What follows belongs to an exercise in optimizing a design on an open flow for small area and a short achievable clock period; a production flow would make more cautious choices.
Function was not checked in any run shown here: the RTL went through the layout flow alone.
No activity file was given, so power comes from the tool's default toggle rates.

==> design.v <==
package dma_write_pkg;
    typedef logic [4-1:0]            id_t;
    typedef logic [32-1:0]          addr_t;
    typedef logic [8-1:0]           len_t;
    typedef logic [64-1:0]          data_t;
    typedef logic [2-1:0]          resp_t;
    typedef logic [8-1:0]     issue_cnt_t;
    typedef logic [5:0]                         regadr_t;
    typedef logic [32-1:0]    axi4l_data_t;
    typedef logic [32/8-1:0]  axi4l_strb_t;
    typedef struct packed {
        id_t    id;
        addr_t  addr;
        len_t   len;
    } aw_req_t;
    typedef struct packed {
        logic   last;
        data_t  data;
    } w_beat_t;
endpackage
module dma_sync_fifo #(
    parameter int  WIDTH     = 1,
    parameter int  PTR_BITS  = 3
) (
    input  logic     s_axi4l,
    input  logic     rst,
    input  logic [WIDTH-1:0] s_data,
    input  logic     s_valid,
    output logic     s_ready,
    output logic     s_ready_next,
    output logic [WIDTH-1:0] m_data,
    output logic     m_valid,
    input  logic     m_ready
);
    localparam int DEPTH = 1 << PTR_BITS;
    logic [WIDTH-1:0]    mem [0:DEPTH-1];
    logic [DEPTH-1:0]    wr_sel;
    logic [DEPTH-1:0]    rd_sel;
    logic [PTR_BITS:0]   count;         
    logic                mem_empty;
    logic                mem_full;
    logic                out_empty;     
    logic                push;
    logic                load;
    logic                wr_inc;
    logic                rd_inc;
    logic                empty_next;
    logic                full_next;
    logic                valid_next;
    logic [WIDTH-1:0]    rd_word;
    assign s_ready = !mem_full;
    assign push    = s_valid && !mem_full;
    assign load    = out_empty || m_ready;
    assign wr_inc  = push && !(mem_empty && load);
    assign rd_inc  = load && !mem_empty;
    always_ff @(posedge s_axi4l) begin
        for (int i = 0; i < DEPTH; i++) begin
            if (!mem_full && wr_sel[i]) begin
                mem[i] <= s_data;
            end
        end
    end
    always_comb begin
        rd_word = '0;
        for (int i = 0; i < DEPTH; i++) begin
            rd_word = rd_word | ({WIDTH{rd_sel[i]}} & mem[i]);
        end
    end
    always_ff @(posedge s_axi4l) begin
        if (rst) begin
            m_data <= '0;
        end else if (load) begin
            m_data <= mem_empty ? s_data : rd_word;
        end
    end
    assign empty_next = mem_empty ? !wr_inc : (count == (PTR_BITS+1)'(1) && rd_inc && !wr_inc);
    assign full_next  = mem_full  ? !rd_inc : (count == (PTR_BITS+1)'(DEPTH-1) && wr_inc && !rd_inc);
    assign valid_next = load ? (!mem_empty || push) : !out_empty;
    assign s_ready_next = !full_next;
    always_ff @(posedge s_axi4l) begin
        if (rst) begin
            wr_sel    <= DEPTH'(1);
            rd_sel    <= DEPTH'(1);
            count     <= '0;
            mem_empty <= 1'b1;
            mem_full  <= 1'b0;
            m_valid   <= 1'b0;
            out_empty <= 1'b1;
        end else begin
            if (wr_inc) begin
                wr_sel <= {wr_sel[DEPTH-2:0], wr_sel[DEPTH-1]};
            end
            if (rd_inc) begin
                rd_sel <= {rd_sel[DEPTH-2:0], rd_sel[DEPTH-1]};
            end
            count     <= count + (PTR_BITS+1)'(wr_inc) - (PTR_BITS+1)'(rd_inc);
            mem_empty <= empty_next;
            mem_full  <= full_next;
            m_valid   <= valid_next;
            out_empty <= !valid_next;
        end
    end
endmodule
module dma_write_regs (
    input  logic                              s_axi4l,
    input  logic                              rst,
    input  logic [8-1:0]   axi4l_awaddr,
    input  logic                              axi4l_awvalid,
    output logic                              axi4l_awready,
    input  dma_write_pkg::axi4l_data_t        axi4l_wdata,
    input  dma_write_pkg::axi4l_strb_t        axi4l_wstrb,
    input  logic                              axi4l_wvalid,
    output logic                              axi4l_wready,
    output dma_write_pkg::resp_t              axi4l_bresp,
    output logic                              axi4l_bvalid,
    input  logic                              axi4l_bready,
    input  logic [8-1:0]   axi4l_araddr,
    input  logic                              axi4l_arvalid,
    output logic                              axi4l_arready,
    output dma_write_pkg::axi4l_data_t        axi4l_rdata,
    output dma_write_pkg::resp_t              axi4l_rresp,
    output logic                              axi4l_rvalid,
    input  logic                              axi4l_rready,
    output dma_write_pkg::aw_req_t            req,
    output logic                              req_valid,
    input  logic                              req_ready,
    output dma_write_pkg::len_t               len,
    output logic                              len_valid,
    input  logic                              len_ready,
    input  dma_write_pkg::resp_t              m_bresp,
    input  logic                              m_bvalid,
    output logic                              m_bready
);
    dma_write_pkg::id_t          reg_awid;
    dma_write_pkg::addr_t        reg_awaddr;
    dma_write_pkg::len_t         reg_awlen;
    logic         aw_pending;
    logic         len_pending;
    logic         resp_error;
    dma_write_pkg::issue_cnt_t   cnt_base;
    logic                        cnt_launch;
    logic                        cnt_resp;
    dma_write_pkg::issue_cnt_t   issue_cnt;
    logic         bready_next;
    logic         bvalid_n;
    logic         rvalid_n;
    logic         bready_n;
    dma_write_pkg::regadr_t      regadr_wr;
    dma_write_pkg::regadr_t      regadr_rd;
    logic         wr_ok;
    logic         wr_en;
    logic         rd_en;
    logic         launch;
    logic         resp_accept;
    logic         bvalid_next;
    logic         rvalid_next;
    function automatic dma_write_pkg::axi4l_data_t write_mask(
        input dma_write_pkg::axi4l_data_t org,
        input dma_write_pkg::axi4l_data_t data,
        input dma_write_pkg::axi4l_strb_t strb
    );
        dma_write_pkg::axi4l_data_t result;
        for (int i = 0; i < 32; i++) begin
            result[i] = strb[i/8] ? data[i] : org[i];
        end
        write_mask = result;
    endfunction
    assign regadr_wr = (6)'(axi4l_awaddr >> 2);
    assign regadr_rd = (6)'(axi4l_araddr >> 2);
    assign axi4l_awready = axi4l_awvalid && axi4l_wvalid && (!axi4l_bvalid || axi4l_bready);
    assign axi4l_wready  = axi4l_awready;
    assign axi4l_bresp   = '0;
    assign wr_ok  = bvalid_n || axi4l_bready;
    assign wr_en  = axi4l_awvalid && axi4l_wvalid && wr_ok;
    assign launch = wr_en && (regadr_wr == 6'h11);
    assign bvalid_next = wr_en || (!bvalid_n && !axi4l_bready);
    always_ff @(posedge s_axi4l) begin
        if (rst) begin
            axi4l_bvalid <= 1'b0;
            bvalid_n     <= 1'b1;
        end else begin
            axi4l_bvalid <= bvalid_next;
            bvalid_n     <= !bvalid_next;
        end
    end
    assign resp_accept = m_bvalid && !bready_n;
    assign issue_cnt   = cnt_base + (8)'(cnt_launch) - (8)'(cnt_resp);
    always_comb begin
        case ({launch, resp_accept})
            2'b10:   bready_next = (issue_cnt != '1);
            2'b01:   bready_next = (issue_cnt != (8)'(1));
            default: bready_next = (issue_cnt != '0);
        endcase
    end
    always_ff @(posedge s_axi4l) begin
        if (rst) begin
            reg_awid    <= '0;
            reg_awaddr  <= '0;
            reg_awlen   <= '0;
            aw_pending  <= 1'b0;
            len_pending <= 1'b0;
            resp_error  <= 1'b0;
            cnt_base    <= '0;
            cnt_launch  <= 1'b0;
            cnt_resp    <= 1'b0;
            m_bready    <= 1'b0;
            bready_n    <= 1'b1;
        end else begin
            if (req_valid && req_ready) begin
                aw_pending <= 1'b0;
            end
            if (len_valid && len_ready) begin
                len_pending <= 1'b0;
            end
            if (wr_en) begin
                case (regadr_wr)
                    6'h08: begin
                        resp_error <= 1'b0;
                    end
                    6'h10: begin
                        reg_awid <= (4)'(write_mask((32)'(reg_awid),
                                                     axi4l_wdata, axi4l_wstrb));
                    end
                    6'h11: begin
                        reg_awaddr  <= (32)'(write_mask((32)'(reg_awaddr),
                                                          axi4l_wdata, axi4l_wstrb));
                        aw_pending  <= 1'b1;
                        len_pending <= 1'b1;
                    end
                    6'h12: begin
                        reg_awlen <= (8)'(write_mask((32)'(reg_awlen),
                                                       axi4l_wdata, axi4l_wstrb));
                    end
                    default: ;
                endcase
            end
            if (resp_accept && m_bresp != '0) begin
                resp_error <= 1'b1;
            end
            cnt_base   <= issue_cnt;
            cnt_launch <= launch;
            cnt_resp   <= resp_accept;
            m_bready   <= bready_next;
            bready_n   <= !bready_next;
        end
    end
    assign req       = {reg_awid, reg_awaddr, reg_awlen};
    assign req_valid = aw_pending;
    assign len       = reg_awlen;
    assign len_valid = len_pending;
    assign axi4l_arready = !axi4l_rvalid || axi4l_rready;
    assign axi4l_rresp   = '0;
    assign rd_en         = axi4l_arvalid && (rvalid_n || axi4l_rready);
    assign rvalid_next   = rd_en || (!rvalid_n && !axi4l_rready);
    always_ff @(posedge s_axi4l) begin
        if (rst) begin
            axi4l_rdata <= '0;
        end else if (rd_en) begin
            case (regadr_rd)
                6'h00:   axi4l_rdata <= 32'hd3a0_0101;
                6'h08:    axi4l_rdata <= (32)'({resp_error, len_pending,
                                                                  aw_pending});
                6'h09: axi4l_rdata <= (32)'(issue_cnt);
                6'h10:      axi4l_rdata <= (32)'(reg_awid);
                6'h11:    axi4l_rdata <= (32)'(reg_awaddr);
                6'h12:     axi4l_rdata <= (32)'(reg_awlen);
                default:            axi4l_rdata <= '0;
            endcase
        end
    end
    always_ff @(posedge s_axi4l) begin
        if (rst) begin
            axi4l_rvalid <= 1'b0;
            rvalid_n     <= 1'b1;
        end else begin
            axi4l_rvalid <= rvalid_next;
            rvalid_n     <= !rvalid_next;
        end
    end
endmodule
module dma_wlast_gen (
    input  logic                     s_axi4l,
    input  logic                     rst,
    input  dma_write_pkg::len_t      len,
    input  logic                     len_valid,
    output logic                     len_ready,
    input  dma_write_pkg::data_t     axi4s_tdata,
    input  logic                     axi4s_tvalid,
    output logic                     axi4s_tready,
    output dma_write_pkg::w_beat_t   beat,
    output logic                     beat_valid,
    input  logic                     beat_ready,
    input  logic                     beat_ready_next
);
    logic   active;
    logic   active_next;
    logic   tready_n;        
    logic   tready_next;
    dma_write_pkg::len_t   remain;      
    dma_write_pkg::len_t   remain_dec;
    logic   last;
    logic   accept;
    assign accept = axi4s_tvalid && !tready_n;
    assign len_ready   = !active || (last && accept);
    assign active_next = len_ready ? len_valid : active;
    assign tready_next = beat_ready_next && active_next;
    always_comb begin
        logic borrow;
        borrow = 1'b1;
        for (int i = 0; i < 8; i++) begin
            remain_dec[i] = remain[i] ^ borrow;
            borrow        = borrow & !remain[i];
        end
    end
    always_ff @(posedge s_axi4l) begin
        if (rst) begin
            active       <= 1'b0;
            remain       <= '0;
            last         <= 1'b0;
            axi4s_tready <= 1'b0;
            tready_n     <= 1'b1;
        end else begin
            if (len_ready) begin
                active <= len_valid;
                remain <= len;
                last   <= (len == '0);
            end else if (accept) begin
                remain <= remain_dec;
                last   <= (remain == (8)'(1));
            end
            axi4s_tready <= tready_next;
            tready_n     <= !tready_next;
        end
    end
    assign beat_valid   = axi4s_tvalid && active;
    assign beat         = {last, axi4s_tdata};
endmodule
module dma_write (
    input  logic                              s_axi4l,
    input  logic                              rst,
    input  logic [8-1:0]   axi4l_awaddr,
    input  logic                              axi4l_awvalid,
    output logic                              axi4l_awready,
    input  dma_write_pkg::axi4l_data_t        axi4l_wdata,
    input  dma_write_pkg::axi4l_strb_t        axi4l_wstrb,
    input  logic                              axi4l_wvalid,
    output logic                              axi4l_wready,
    output dma_write_pkg::resp_t              axi4l_bresp,
    output logic                              axi4l_bvalid,
    input  logic                              axi4l_bready,
    input  logic [8-1:0]   axi4l_araddr,
    input  logic                              axi4l_arvalid,
    output logic                              axi4l_arready,
    output dma_write_pkg::axi4l_data_t        axi4l_rdata,
    output dma_write_pkg::resp_t              axi4l_rresp,
    output logic                              axi4l_rvalid,
    input  logic                              axi4l_rready,
    input  dma_write_pkg::data_t              axi4s_tdata,
    input  logic                              axi4s_tvalid,
    output logic                              axi4s_tready,
    output dma_write_pkg::id_t                m_awid,
    output dma_write_pkg::addr_t              m_awaddr,
    output dma_write_pkg::len_t               m_awlen,
    output logic                              m_awvalid,
    input  logic                              m_awready,
    output dma_write_pkg::data_t              m_wdata,
    output logic                              m_wlast,
    output logic                              m_wvalid,
    input  logic                              m_wready,
    input  dma_write_pkg::resp_t              m_bresp,
    input  logic                              m_bvalid,
    output logic                              m_bready
);
    dma_write_pkg::aw_req_t    req;
    logic       req_valid;
    logic       req_ready;
    dma_write_pkg::aw_req_t    aw_out;
    dma_write_pkg::len_t       len;
    logic       len_valid;
    logic       len_ready;
    dma_write_pkg::len_t       lfifo_len;
    logic       lfifo_valid;
    logic       lfifo_ready;
    dma_write_pkg::w_beat_t    beat;
    logic       beat_valid;
    logic       beat_ready;
    logic       beat_ready_next;
    dma_write_pkg::w_beat_t    w_out;
    dma_write_regs i_regs (
        .s_axi4l, .rst,
        .axi4l_awaddr, .axi4l_awvalid, .axi4l_awready,
        .axi4l_wdata, .axi4l_wstrb, .axi4l_wvalid, .axi4l_wready,
        .axi4l_bresp, .axi4l_bvalid, .axi4l_bready,
        .axi4l_araddr, .axi4l_arvalid, .axi4l_arready,
        .axi4l_rdata, .axi4l_rresp, .axi4l_rvalid, .axi4l_rready,
        .req, .req_valid, .req_ready,
        .len, .len_valid, .len_ready,
        .m_bresp, .m_bvalid, .m_bready
    );
    dma_sync_fifo #(.WIDTH(4 + 32 + 8), .PTR_BITS(3)) i_aw_fifo (
        .s_axi4l, .rst,
        .s_data(req), .s_valid(req_valid), .s_ready(req_ready), .s_ready_next(),
        .m_data(aw_out), .m_valid(m_awvalid), .m_ready(m_awready)
    );
    dma_sync_fifo #(.WIDTH(8), .PTR_BITS(3)) i_len_fifo (
        .s_axi4l, .rst,
        .s_data(len), .s_valid(len_valid), .s_ready(len_ready), .s_ready_next(),
        .m_data(lfifo_len), .m_valid(lfifo_valid), .m_ready(lfifo_ready)
    );
    dma_wlast_gen i_wlast_gen (
        .s_axi4l, .rst,
        .len(lfifo_len), .len_valid(lfifo_valid), .len_ready(lfifo_ready),
        .axi4s_tdata, .axi4s_tvalid, .axi4s_tready,
        .beat, .beat_valid, .beat_ready, .beat_ready_next
    );
    dma_sync_fifo #(.WIDTH(1 + 64), .PTR_BITS(4)) i_w_fifo (
        .s_axi4l, .rst,
        .s_data(beat), .s_valid(beat_valid), .s_ready(beat_ready), .s_ready_next(beat_ready_next),
        .m_data(w_out), .m_valid(m_wvalid), .m_ready(m_wready)
    );
    assign m_awid   = aw_out.id;
    assign m_awaddr = aw_out.addr;
    assign m_awlen  = aw_out.len;
    assign m_wdata  = w_out.data;
    assign m_wlast  = w_out.last;
endmodule
==> flow/run.sh <==
#!/bin/bash
set -euo pipefail
bash standard.sh "BUFFER_PORTS_ARGS=-buffer_cell sky130_fd_sc_hd__buf_2" finish > make_flow.log 2>&1
==> standard.sh <==
#!/bin/bash
# synth_recipe.tcl (not shown) runs the flow's synth.tcl, then flattens the netlist and writes it again
# the make line also repeats each setting of config.mk as NAME=value (left out here)
make -C /OpenROAD-flow-scripts/flow DESIGN_CONFIG=/design/flow/config.mk WORK_HOME=/design/flow/orfs CLKGATE_MAP_FILE= SYNTH_SCRIPT=/design/flow/synth_recipe.tcl "${@:-finish}"
==> config.mk <==
export PLATFORM = sky130hd
export DESIGN_NAME = dma_write
export DESIGN_NICKNAME = dma_write
export VERILOG_FILES = /design/flow/design.v
export SDC_FILE = /design/flow/constraint.sdc
export NUM_CORES = 4
export LEC_CHECK = 0
export CAP_MARGIN = 20
export CORE_MARGIN = 2
export CORE_UTILIZATION = 55
export CTS_CLUSTER_DIAMETER = 120
export CTS_CLUSTER_SIZE = 24
export SETUP_SLACK_MARGIN = 1.3
export SLEW_MARGIN = 20
==> constraint.sdc <==
create_clock -name core_clock -period 3.2 [get_ports {s_axi4l}]
set_input_delay 0.6400 -clock core_clock [delete_from_list [all_inputs] [get_ports {s_axi4l}]]
set_output_delay 0.6400 -clock core_clock [all_outputs]
set_load 0.01 [all_outputs]
==> summary.md, run 1 <==
The flow ran to the end and the layout has no timing, DRC or antenna violations. The top achievable clock speed is 407 MHz, and the initial antenna violation count is 25. Routability-driven placement finished with a final weighted congestion of 0.797.

The analysis attributes to net switching a power of 0.00825 W. The library cell used most frequently in the layout, excluding fill and tap cells, is edfxtp_1. Initial cell density of the core: 0.556. The part of the total power dissipated in sequential elements came out at 0.637. STA classifies the critical path startpoint as a flop. In the routed design, unresolved DRC markers number 0. Path type of the worst setup path: flop to flop.

VDD sags by at most 0.000500 V. Yosys printed 8 warnings. Leaving out fill and tap cells, the most frequent cells in the layout are edfxtp_1 (1456), buf_2 (265), a22o_1 (261), dfxtp_1 (256), nor2_1 (249). Setup repair after global routing could not meet its margin everywhere.

TritonCTS built the clock tree. The leakage power of the design is 24.8 nW, and the number of maximum-capacitance constraint violations is 0. Grouping stages by cell kind, the critical path spends the most delay in adder cells.

For this run, the detailed router's first-pass iteration total came to 6. The mean instance size in the synthesized netlist was 15.9 um^2; the pin slew with the least headroom to its limit was 1.06 ns. The first global-routing pass estimated 268 mm of wire.

The design draws 0.0391 W. The number of placed instances, taps included, is 5700. The tools report the max-slew violation count as 0. The largest driver fanout on the critical path works out to 4. Post-placement worst setup slack: 0.255 ns.

CTS placed an instance of clkbuf_16 at the clock tree root. Counting I/O delays and the setup requirement, the final critical path takes 2.46 ns. In this run the core area contains 125 standard-cell rows.

The violation count after the first detailed-routing iteration was 4473; the post-synthesis register bit count was 1769. Detailed placement ended at an HPWL of 92.7 mm. For the total number of vias, the log shows 39500.

Once detail routing completed, the nets flagged for antenna violations numbered 0. For this run, the number of standard cells in the final layout without fillers is 6033. Average via count per standard cell: 6.55.

Total count of hold-check failures in the final report: 0. The post-route fraction of the period consumed by the critical path is 0.768, and the register area share after synthesis is 0.773. Setup violations remaining at the end of the flow were counted as 0.

The worst hold path belongs to the class primary input to flop. The layout cell share with drive strength beyond 1 is 0.224, and the deepest clock path buffer count is 3. The fraction of power spent switching nets is 0.211, and the clock latency reported for the late side of the worst-skew pair is 0.70 ns. The tools report the normalized max-slew margin as 0.295. For the overall track demand over capacity in global routing, the log shows 0.309. Counting the buffers created by CTS gives 83. For the arrival time reported for the critical path endpoint, the log shows 3.04 ns.

Across all setup checks in the final design, the least slack found is 0.744 ns. The core region area is 116000 um^2. Cell type of the slowest stage on the worst timing path: fa_2. After clock tree synthesis, the clock-pin slew on the worst setup and hold paths is 0.10 ns. The nature of the critical path endpoint is a flop. The die footprint is 120000 um^2.

Die extent in y: 347 um. The critical path goes through inv_2 > ha_4 > inv_2 > ha_4 > fa_2 > a211oi_4 > o21a_1 > a211oi_2 > buf_4 > nor4b_4 > or3_1. The H-tree was split into 3 levels.

The clock arrives with 0.0182 ns of skew. The total buffers and inverters traversed by the critical path was 3; the layout overhead on the synthesized area was 16.2%. Yosys mapped a number of flops with a built-in enable equal to 1456. The clock network fraction of design power came out at 0.309. The final hold slack was 0.171 ns; the worst stage delay on the critical path was 0.37 ns. The maximum number of pins on one net before global-route repair was 92. The internal portion of the total power is 0.0309 W.

The most used flip-flop cell after synthesis is edfxtp_1. Fraction of registers with async set/reset: 0. The number of buffers inserted by port buffering is 274, and the count of nets after finishing is 4605.

Clock tree synthesis found a total of 1769 sinks. The total wire length is 192 mm. The cell count after synthesis was 4057; the power per standard cell area was 521 nW/um^2. During I/O placement, the number of pins put on the boundary was 283.

The die boundary width is 347 um. The mapped netlist covers 64600 um^2. Adding up every negative setup slack in the final design gives 0 ns. In the final routed layout, each cell accounts on average for 31.8 um. At the worst endpoint, the required time is 3.79 ns. The aggregate global routing overflow is 0. Power share of the combinational group: 0.054. The run gives 37400 as the number of global-route vias before repair.

Counting distinct cell types in the post-synthesis netlist gives 59.
-- cell type report --
type,count,area [um^2]
sequential,1769,50100
fill,8316,41200
multi-input combinational,1954,15100
timing repair buffer,574,5320
clock buffer,149,2370
tap,1524,1910
inverter,55,229
clock inverter,3,26.3
antenna,5,12.5
-- layer usage --
layer | up-vias | track usage | part of all wire
met2 | 1691 | 0.521 | 0.50
met3 | 281 | 0.0546 | 0.083
li1 | 17000 | - | -
met1 | 20500 | 0.416 | 0.39
met4 | 28 | 0.0837 | 0.028
met5 | - | 0 | 0.00089
-- cell families after synthesis --
family / after synthesis / synth area share
DFF: 1769 / 0.773
AOI/OAI and AO/OA: 1157 / 0.136
and+or+nand+nor: 644 / 0.0460
buffers and inverters: 337 / 0.0203
muxes: 96 / 0.0149
adders and majority gates: 39 / 0.00801
xor gates and xnor gates: 14 / 0.00190
other: 1 / 0.0000580
-- timing repair --
action,in CTS,in global routing
cloned,5,5
hold buffers,0,0
resized for setup,186,240
setup endpoints to repair,430,240
setup buffers,104,62
pin swaps,84,84
-- final timing paths --
check / start / to / slack, ns / cells after the start
setup / recovery: i_regs.cnt_base[0]$_SDFF_PP0_ / i_regs.bready_n$_SDFF_PP1_ / 0.74 / 11
hold / removal: axi4l_wdata[14] / i_regs.reg_awaddr[14]$_SDFFE_PP0P_ / 0.17 / 3
setup reg to reg: i_regs.cnt_base[0]$_SDFF_PP0_ / i_regs.bready_n$_SDFF_PP1_ / 0.74 / 11
hold reg to reg: i_regs.axi4l_rdata[12]$_SDFFE_PP0P_ / i_regs.axi4l_rdata[12]$_SDFFE_PP0P_ / 0.46 / 2
-- state kept, by name (all words and copies together), names as in the netlist, 4 cells and up --
signal              cells
i_wlast_gen.remain      8
i_aw_fifo.m_data       44
i_len_fifo.rd_sel       8
i_len_fifo.m_data       8
i_regs.reg_awid         4
i_len_fifo.count        4
i_w_fifo.m_data        65
i_regs.reg_awaddr      32
i_len_fifo.wr_sel       8
i_w_fifo.mem         1040
i_aw_fifo.mem         352
i_aw_fifo.wr_sel        8
i_aw_fifo.count         4
i_regs.reg_awlen        8
i_w_fifo.count          5
i_regs.cnt_base         8
i_regs.axi4l_rdata     32
i_aw_fifo.rd_sel        8
i_w_fifo.wr_sel        16
i_w_fifo.rd_sel        16
i_len_fifo.mem         64
-- per-stage QoR --
step,area (um^2),utilization
3_5_place_dp,68600,0.590
6_report,75100,0.646
5_1_grt,75100,0.646
2_1_floorplan,64900,-
4_1_cts,73200,0.629
3_3_place_gp,68600,0.590
-- power groups by stage --
stage | Clock [W] | Sequential (W) | Combinational (W)
after floorplan | 0 | 0.0255 | 0.000767
after global placement | 0 | 0.0255 | 0.00138
after detailed placement | 0 | 0.0255 | 0.00139
after CTS | 0.0122 | 0.0249 | 0.00185
after global routing | 0.0131 | 0.0249 | 0.00226
final | 0.0121 | 0.0249 | 0.00209
-- synth_stat cells, types with 4 or more instances --
cell type / count / area, um^2
mux2i_1: 96 / 961
nand3_1: 52 / 260
nor2b_1: 51 / 319
ha_1: 35 / 438
inv_1: 52 / 195
edfxtp_1: 1456 / 43700
nor4_1: 5 / 31.3
xor2_1: 6 / 52.6
o211ai_1: 6 / 45.0
nand2b_1: 11 / 68.8
a22oi_1: 213 / 1600
nor3_1: 14 / 70.1
nand4_1: 66 / 413
xnor2_1: 8 / 70.1
buf_4: 7 / 52.6
a211oi_1: 68 / 510
nand2_1: 162 / 608
a21oi_1: 246 / 1230
nor2_1: 255 / 957
a21o_1: 6 / 45.0
a221oi_1: 261 / 2290
clkbuf_1: 214 / 803
nand3b_1: 7 / 52.6
fa_1: 4 / 80.1
buf_2: 13 / 65.1
o21ai_0: 20 / 100
a41oi_1: 56 / 490
dfxtp_1: 313 / 6270
a22o_1: 261 / 2290
buf_1: 47 / 176
-- worst register-to-register path, cell delays in order, from the launching register on --
cell,delay (ns)
dfxtp_2,0.34
inv_2,0.04
ha_4,0.25
inv_2,0.04
ha_4,0.15
fa_2,0.38
a211oi_4,0.32
o21a_1,0.17
a211oi_2,0.04
buf_4,0.16
nor4b_4,0.13
or3_1,0.35
==> run 2, diff against run 1 <==
--- a/config.mk
+++ b/config.mk
@@ -10,5 +10,5 @@
 export CORE_UTILIZATION = 55
 export CTS_CLUSTER_DIAMETER = 120
 export CTS_CLUSTER_SIZE = 24
-export SETUP_SLACK_MARGIN = 1.3
+export SETUP_SLACK_MARGIN = 1.0
 export SLEW_MARGIN = 20
==> run 2 against run 1 <==
  * Still clean on timing, DRC and antenna
  * Total power fell by 1.2%
  * Clock skew increased by 0.012 ns
  * Hold slack better by 0.019 ns
==> summary.md, run 2 <==
The logs give 0.70 ns (about the same) for the clock latency reported for the late side of the worst-skew pair and 0 (unchanged) for the count of endpoints failing setup in the final report. The core region area was 116000 um^2 (unchanged); the number of global-route vias before repair was 36500 (-2.4%). The post-synthesis register bit count was 1769 (unchanged); the maximum number of pins on one net before global-route repair was 104 (+13%).

In the final layout, the registers with the most flip-flops are i_w_fifo.mem x1040, i_aw_fifo.mem x352, i_w_fifo.m_data x65. The top cell types in the final layout, fill and taps aside, are edfxtp_1 (1456), dfxtp_1 (283), buf_2 (273), a22o_1 (261), a221oi_1 (260). The flow ran to the end and the layout has no timing, DRC or antenna violations. Counting flops per register, the top entry is i_w_fifo.mem. The leakage power of the design was 23.7 nW (-4.6%).

The layout cell share with drive strength beyond 1 works out to 0.144 (-0.0793). Traced cell by cell, the critical path runs through inv_1 > ha_1 > inv_2 > ha_4 > fa_2 > a211oi_4 > o21a_1 > a211oi_2 > buf_4 > nor4b_4 > or3_1. The total CTS buffers was 83 (unchanged). The number of placement rows was 125 (unchanged); the clock-pin slew of the registers on the worst-case setup and hold paths was 0.10 ns (about the same). The H-tree depth reported by CTS was 3 (unchanged); the top achievable clock speed was 399 MHz (-2.1%). The setup TNS is 0 ns (unchanged). The max-slew violation count is 0 (unchanged), and the violation count after the first detailed-routing iteration is 4507 (+0.76%).

The deepest clock path buffer count came out at 3 (unchanged). TritonCTS built the clock tree. The mean instance size in the synthesized netlist works out to 15.9 um^2 (unchanged). Normalized max-slew margin: 0.285 (-0.0105). The power per standard cell area came out at 539 nW/um^2 (+3.5%). The average via count per standard cell is 6.51 (-0.63%). The fraction of registers with async set/reset came out at 0 (unchanged). The distinct cell type count after synthesis was 59 (unchanged). The total number of vias was 38300 (-3.0%). The die boundary width came out at 347 um (unchanged).

The placer's final routability congestion estimate came out at 0.803 (+0.75%). The overall track demand over capacity in global routing came out at 0.289 (-0.0193). The commonest register cell after synthesis was edfxtp_1. The total of warnings raised by yosys is 8 (unchanged), and the number of fillers in the final layout is 8639 (+3.9%).

Total count of hold-check failures in the final report: 0 (unchanged). edfxtp_1 is the most common cell in the netlist. The count of nets after finishing is 4462 (-3.1%). The critical path in this run is classified as flop to flop.

The most common cell after layout, fill and taps aside was edfxtp_1. The number of buffers inserted by port buffering was 274 (unchanged); the pin slew with the least headroom to its limit was 1.07 ns (+0.0158 ns). The total wire length was 178 mm (-7.4%). The count of nets left with antenna violations after detail routing is 0 (unchanged).

The top cell type's share of synthesized area was 0.676 (unchanged). Setup repair after global routing could not meet its margin everywhere. The tools report the number of primary I/O pins as 283 (unchanged).

The total buffers and inverters traversed by the critical path works out to 3 (unchanged). The largest driver fanout on the critical path works out to 4 (unchanged). The tools report the initial antenna violation count as 22 (-12%). The tools report the remaining routing DRC violations as 0 (unchanged). For the post-placement worst setup slack, the log shows 0.195 ns (-0.0595 ns).

The register area share after synthesis came out at 0.773 (unchanged). STA classifies the critical path endpoint as a flop. The average routed wire per standard cell is 30.1 um (-5.2%), and the number of flops mapped to enable cells by yosys is 1456 (unchanged).

Worst path setup slack after routing: 0.691 ns (-0.0528 ns). The run gives 0 (unchanged) as the number of maximum-capacitance constraint violations. The slowest stage of the critical path belongs to the cell fa_2.

The final clock skew is 0.0306 ns (+0.0124 ns), and the layout overhead on the synthesized area is 11.0%. The post-synthesis instance area was 64600 um^2 (unchanged). The arrival time reported for the critical path endpoint came out at 3.09 ns (+0.05 ns). Summed over all instances, the cell type with the most area after synthesis is edfxtp_1. The class of the most critical hold timing path is primary input to flop. The cell count after synthesis is 4057 (unchanged).

Among cell families on the critical path, the largest total delay comes from adder cells. The tree is rooted in a clkbuf_16. The first-pass GRT wire length was 255 mm (-4.7%).

Ranked by total cell area, the synthesized netlist is headed by edfxtp_1 (68%), dfxtp_1 (9.7%), a221oi_1 (3.5%), a22o_1 (3.5%), a22oi_1 (2.5%). The placed standard-cell area came out at 68700 um^2 (+0.14%). The tools report the data required time at the worst endpoint as 3.78 ns (about the same). Die extent in y: 347 um (unchanged). The number of flip-flops under the largest register name is 1040 (unchanged).

By count the netlist is led by edfxtp_1 (1456), dfxtp_1 (313), a221oi_1 (261), a22o_1 (261), nor2_1 (255). Aggregate global routing overflow: 0 (unchanged). The post-route cell area was 71800 um^2 (-4.5%); the post-route fraction of the period consumed by the critical path was 0.784 (+0.0165). The total half-perimeter wirelength after legalization and detailed placement was 91.1 mm (-1.8%); the clock sink total was 1769 (unchanged). The initial cell density of the core was 0.556 (unchanged).

The post-route minimum period is 2.51 ns (+0.0528 ns), and the die footprint is 120000 um^2 (unchanged). The first-pass iteration count of the detailed router came out at 5 (-1). The tools report the maximum VDD drop as 0.000425 V (-15%).

Worst stage delay on the critical path: 0.39 ns (+0.02 ns). The tools report the startpoint kind of the worst setup timing path as a flop.
run 2: kinds of logic (layout without fill, tap and decap cells):
family	count (synthesis)	count (layout)	synth area share
xor+xnor	14	14	0.00190
flops	1769	1769	0.773
buf+inv	337	638	0.0203
other cells	1	9	0.0000580
compound gates	1157	1157	0.136
mux	96	96	0.0149
fa+ha+maj	39	39	0.00801
simple gates	644	644	0.0460
run 2: worst register-to-register path, stage by stage (launching register included):
cell and delay, ns:
dfxtp_1 0.32, inv_1 0.04, ha_1 0.27, inv_2 0.05
ha_4 0.16, fa_2 0.40, a211oi_4 0.33, o21a_1 0.17
a211oi_2 0.04, buf_4 0.16, nor4b_4 0.13, or3_1 0.35
run 2: final timing paths:
kind                                            from                                  to  slack (ns)  cells past startpoint
setup / recovery       i_regs.cnt_base[0]$_SDFF_PP0_          i_regs.bready_n$_SDFF_PP1_        0.69                     11
hold reg to reg   i_regs.axi4l_rdata[9]$_SDFFE_PP0P_  i_regs.axi4l_rdata[9]$_SDFFE_PP0P_        0.46                      2
setup reg to reg       i_regs.cnt_base[0]$_SDFF_PP0_          i_regs.bready_n$_SDFF_PP1_        0.69                     11
hold / removal                       axi4l_wdata[12]  i_regs.reg_awaddr[12]$_SDFFE_PP0P_        0.19                      3
run 2: where the power goes:
group          switching (W)  internal [W]
Combinational        0.00100      0.000661
Clock                0.00701       0.00504
Sequential         0.0000645        0.0249
Total                0.00807        0.0306
run 2: final cells by class:
cell class	instances	area, um^2	area share
multi-input combinational	1954	13800	0.192
clock inverter	3	33.8	0.000471
inverter	55	221	0.00309
clock buffer	149	2350	0.0327
timing repair buffer	431	3370	0.0470
tap	1524	1910	0.0266
antenna	5	12.5	0.000174
sequential	1769	50100	0.698
run 2: timing repair:
action / in CTS / in global routing
gates resized for setup: 19 / 41
buffers inserted: 20 / 9
pin swaps: 14 / 19
gates cloned: 0 / 1
hold buffers: 0 / 0
endpoints found under the setup margin: 81 / 59
run 2: through the flow:
stage,hold slack (ns),total power [W],cells,util
final,0.190,0.0386,5890,0.617
after global routing,0.170,0.0397,5887,0.617
after CTS,0.138,0.0387,5875,0.614
after detailed placement,0.445,0.0268,5703,0.590
after global placement,0.438,0.0268,5703,0.590
after floorplan,0.432,0.0263,4060,-
run 2: routing by layer:
metal	vias to the layer above	share of wire	GRT usage
met4	22	0.019	0.0594
met1	19900	0.41	0.405
met3	221	0.075	0.0437
met2	1519	0.49	0.486
li1	16700	-	-
met5	-	0.00074	0

-- static timing again, ports no longer ideal --
How much do the figures lean on ideal ports? The routed layouts below were timed once more, with nothing changed but the port constraints. Step 1 (the two cells are an assumption about what drives the block):
set clk [get_ports {s_axi4l}]
set_driving_cell -lib_cell sky130_fd_sc_hd__clkbuf_16 $clk
set_driving_cell -lib_cell sky130_fd_sc_hd__buf_2 [delete_from_list [all_inputs] $clk]
Step 2 moves the port delays by t, midway between the first and last clock arrival at a register: inputs arrive t later, outputs are due t later. That takes back most of the time a late clock gives input paths. Slacks: ideal ports / drivers / drivers and shift; pairs: ideal ports / drivers.
| run | t (ns) | slack for setup (ns) | worst data-port slew with drivers (ns) | cell pins on the clock port's net |
|---|---|---|---|---|
| run 1 | 0.771 | 0.744 / 0.744 / 0.278 | 0.15 | 1 |
| run 2 | 0.768 | 0.691 / 0.691 / 0.196 | 0.17 | 1 |
After both steps every run listed still meets setup and hold. For run 2, which loses most, drivers alone change the setup slack by 0.000 ns; drivers and shift together by -0.495 ns.
